Context: an optimization exercise on an open-source flow, tuned for small area. The choices shown serve that exercise and are no tape-out recipe.
The RTL was checked by simulation tests, not by an equivalence proof against the original design.
Power and IR drop assume default switching activity. The clock port is modelled as an ideal driver; clocking choices that lean on that would not hold on a real chip.

Design arm_state_snapshot, start of the top module:
module arm_state_snapshot
#(
   parameter  int DATA_WIDTH    = 32,
   parameter  int NUM_REGS      = 16,
   parameter  int DATA_CAPACITY = 16,
   localparam int TOTAL         = arm_debug_pkg::snap_total(NUM_REGS, DATA_CAPACITY),
   localparam int IDX_W         = arm_debug_pkg::snap_idx_w(TOTAL)
) (
   input  logic                              clk,
   input  logic                              reset,
   input  logic [DATA_WIDTH*NUM_REGS-1:0]      i_Register_Bus,
   input  logic [DATA_WIDTH*DATA_CAPACITY-1:0] i_Data_Bus,
   input  logic [DATA_WIDTH-1:0]              i_PC,
   input  logic                              i_Trigger,
   input  logic                              i_Match_Enable,
   input  logic [DATA_WIDTH-1:0]              i_Match_PC,
   input  logic                              i_Ready,
   output logic                              o_Valid,
   output logic [DATA_WIDTH-1:0]              o_Word,
   output logic [IDX_W-1:0]                   o_Index,
   output logic [1:0]                         o_Section,
   output logic                              o_Last,
   output logic                              o_Busy,
   output logic                              o_Overrun,
   output logic [15:0]                        o_Snapshot_Count
);
For scale: about 1,200 I/O pins.
clock: 6.0 ns
lec_check: 0
cap_margin: 20
core_margin: 2
core_utilization: 70
slew_margin: 20
standard.sh (not shown) runs the stock make flow with config.mk's settings and CLKGATE_MAP_FILE= SYNTH_SCRIPT=/design/flow/synth_recipe.tcl, a recipe that flattens the netlist after the stock synthesis.
==> flow/flow/run.sh <==
#!/bin/bash
# Standard layout flow (standard.sh) with three changes:
#  - port buffers use the smallest buffer cell;
#  - clock tree sinks are clustered in larger groups and no dummy loads are added;
#  - IO pins may sit one routing track apart, so the die can be smaller.
export BUFFER_PORTS_ARGS="-buffer_cell sky130_fd_sc_hd__buf_1"
export CTS_ARGS="-sink_clustering_enable -repair_clock_nets -dont_use_dummy_load -sink_clustering_size 24 -sink_clustering_max_diameter 80"
export PLACE_PINS_ARGS="-min_distance 1 -min_distance_in_tracks"
bash standard.sh > standard.log 2>&1
The baseline stopped in global routing with GRT-0116.
Change:
- CORE_UTILIZATION: 70 -> 60
Outcome: The new run finished with timing, DRC and antenna clean; synthesized area stays the same; synthesized cell count is unchanged.
Change:
==> flow/flow/run.sh (replaced) <==
#!/bin/bash
# Standard layout flow, with small port buffers and a leaner clock tree.
export BUFFER_PORTS_ARGS="-buffer_cell sky130_fd_sc_hd__buf_1"
export CTS_ARGS="-sink_clustering_enable -repair_clock_nets -dont_use_dummy_load"
bash standard.sh > standard.log 2>&1
Result:
- This time the run ended with an error in I/O pin placement (PPL-0024)
- area after synthesis stays the same
- synthesized cell count is unchanged
Change:
- CORE_UTILIZATION: 60 -> 30
- The changed run finished clean
- synthesized cell count stays the same
- synthesized area is unchanged
Change:
==> flow/run.sh (new file) <==
#!/bin/bash
# synth_recipe.tcl (not shown) runs the flow's synth.tcl, then flattens the netlist and writes it again
# the make line also repeats each setting of config.mk as NAME=value (left out here)
make -C /OpenROAD-flow-scripts/flow DESIGN_CONFIG=/design/flow/config.mk WORK_HOME=/design/flow/orfs CLKGATE_MAP_FILE= SYNTH_SCRIPT=/design/flow/synth_recipe.tcl finish
removed: flow/flow/run.sh
removed: flow/standard.sh
Outcome: The changed run finished clean; register-to-register slack is better by 140 ps; design area rises by about a fifth; via count rises slightly; worst setup slack is worse by 220 ps; utilization rises by 6.7 points; die area stays the same; non-clock buffer count rises by 58; wire length rises by a few percent; global-route usage rises by 1.7 points.

========
## willow
arm_state_snapshot, a different RTL version from the one above (not shown whole).
Size: about 1,200 I/O pins.
clock: 6.0 ns
lec_check: 0
cap_margin: 20
core_margin: 2
core_utilization: 60
place_density: 0.75
slew_margin: 20
synth_hierarchical: 1
==> flow/flow/run.sh <==
#!/bin/bash
# Standard layout flow (standard.sh) with three changes:
#  - port buffers use the smallest buffer cell;
#  - clock tree sinks are clustered in larger groups and no dummy loads are added;
#  - IO pins may sit one routing track apart, so the die can be smaller.
export BUFFER_PORTS_ARGS="-buffer_cell sky130_fd_sc_hd__buf_1"
export CTS_ARGS="-sink_clustering_enable -repair_clock_nets -dont_use_dummy_load -sink_clustering_size 30 -sink_clustering_max_diameter 80"
export PLACE_PINS_ARGS="-min_distance 1 -min_distance_in_tracks"
bash standard.sh > standard.log 2>&1
willow | status: complete | timing, DRC, antenna: pass
#### Input delta (nickel over willow)
Settings: PLACE_DENSITY: 0.75 -> unset.
Notes after the runs:
- nickel: full flow OK, the timing, design-rule and antenna checks passed
- According to the power report, total power for nickel is higher than for willow.
- Comparing willow with nickel, the portion of total power attributed to the clock network came out essentially unchanged.
- On nickel: fraction of power consumed by combinational cells is 0.2 points higher than what willow gave.
- [compare] base=willow new=nickel: placed standard-cell area level; largest fanout on the critical path moved up; total of plain and repair buffers excluding clock buffers level.
- Compared with willow, nickel shows filler cell count in the final layout that has gone down slightly.
- Between nickel and willow, the via count is higher for nickel.
- The routed wire length reported for nickel is greater than that of willow by 4500 um.
- Detail-routed net length per standard cell in nickel is 0.92 um above willow.
- The lower vias per cell of nickel and willow is in willow.
Input-level comparison between amber and nickel:
Settings: changing CORE_UTILIZATION from 60 to 65.
- amber vs nickel: detailed-placement wirelength estimate up in amber
- Comparing amber with nickel, the fraction of power spent switching nets came out essentially unchanged.
- Shortest clock period the worst path allows after layout (lower): nickel
- In the metrics for amber and nickel, the one carrying the lower number of placement rows is amber.
- Per the comparison of amber with nickel, overall fraction of global-route tracks in use rose 5.1 points; insertion delay to the later sink of the worst-skew pair about even; power after layout about even.
- Looking at hold slack across both flows, amber is the stronger of the two, with nickel trailing.
- amber vs nickel — count of cells along the worst hold path dropped 1.
#### Input delta (onyx over amber)
Settings: CORE_UTILIZATION now 50, was 65.
==> flow/flow/run.sh <==
#!/bin/bash
# Standard layout flow (standard.sh) with three changes:
#  - port buffers use the smallest buffer cell;
#  - clock tree sinks are clustered in larger groups and no dummy loads are added;
#  - IO pins may sit one routing track apart, so the die can be smaller.
export BUFFER_PORTS_ARGS="-buffer_cell sky130_fd_sc_hd__buf_1"
export CTS_ARGS="-sink_clustering_enable -repair_clock_nets -dont_use_dummy_load -sink_clustering_size 24 -sink_clustering_max_diameter 80"
export PLACE_PINS_ARGS="-min_distance 1 -min_distance_in_tracks"
bash standard.sh > standard.log 2>&1
## What came out
onyx ends up with higher power per unit of standard cell area than amber does.
Going from amber to onyx, final cell area excluding filler cells shows an increase of 1.2%; core utilization shows a reduction of 17 points.
On onyx: total power is 1.9% higher than what amber gave.

## afterwards: timing with drivers on the ports
In the flow no input, the clock included, has a driving cell. The finished layouts below were timed again as built, in two steps.
Step 1: set_driving_cell puts a clkbuf_16 on clk and a buf_2 on each other input, an assumption about the parent block.
Step 2 also shifts input and output timing later by t, the mid clock arrival at the registers, as if the neighbouring blocks saw the same clock.
Slacks: ideal / step 1 / step 2; pairs: ideal / step 1.
run | t (ns) | setup slack, ns | hold slack, ns | latest minus earliest clock arrival (ns) | slew at the worst register clock pin (ns)
the second run of note 1 | 0.709 | 0.420 / 0.351 / 1.060 | 0.512 / 0.512 / 0.512 | 0.065 / 0.065 | 0.10 / 0.10
the fourth run of note 1 | 0.758 | 0.303 / 0.225 / 0.665 | 0.508 / 0.508 / 0.508 | 0.101 / 0.101 | 0.07 / 0.07
the fifth run of note 1 | 0.791 | 0.082 / 0.004 / 0.713 | 0.484 / 0.484 / 0.484 | 0.038 / 0.038 | 0.07 / 0.07
willow | 0.688 | 0.287 / 0.220 / 0.908 | 0.494 / 0.494 / 0.494 | 0.048 / 0.048 | 0.12 / 0.12
nickel | 0.684 | 0.423 / 0.356 / 1.040 | 0.490 / 0.490 / 0.490 | 0.050 / 0.049 | 0.12 / 0.12
amber | 0.681 | 0.245 / 0.180 / 0.861 | 0.495 / 0.495 / 0.495 | 0.066 / 0.067 | 0.12 / 0.12
onyx | 0.705 | 0.345 / 0.274 / 0.979 | 0.477 / 0.477 / 0.477 | 0.044 / 0.043 | 0.10 / 0.10
After both steps setup and hold are still met in every run listed.
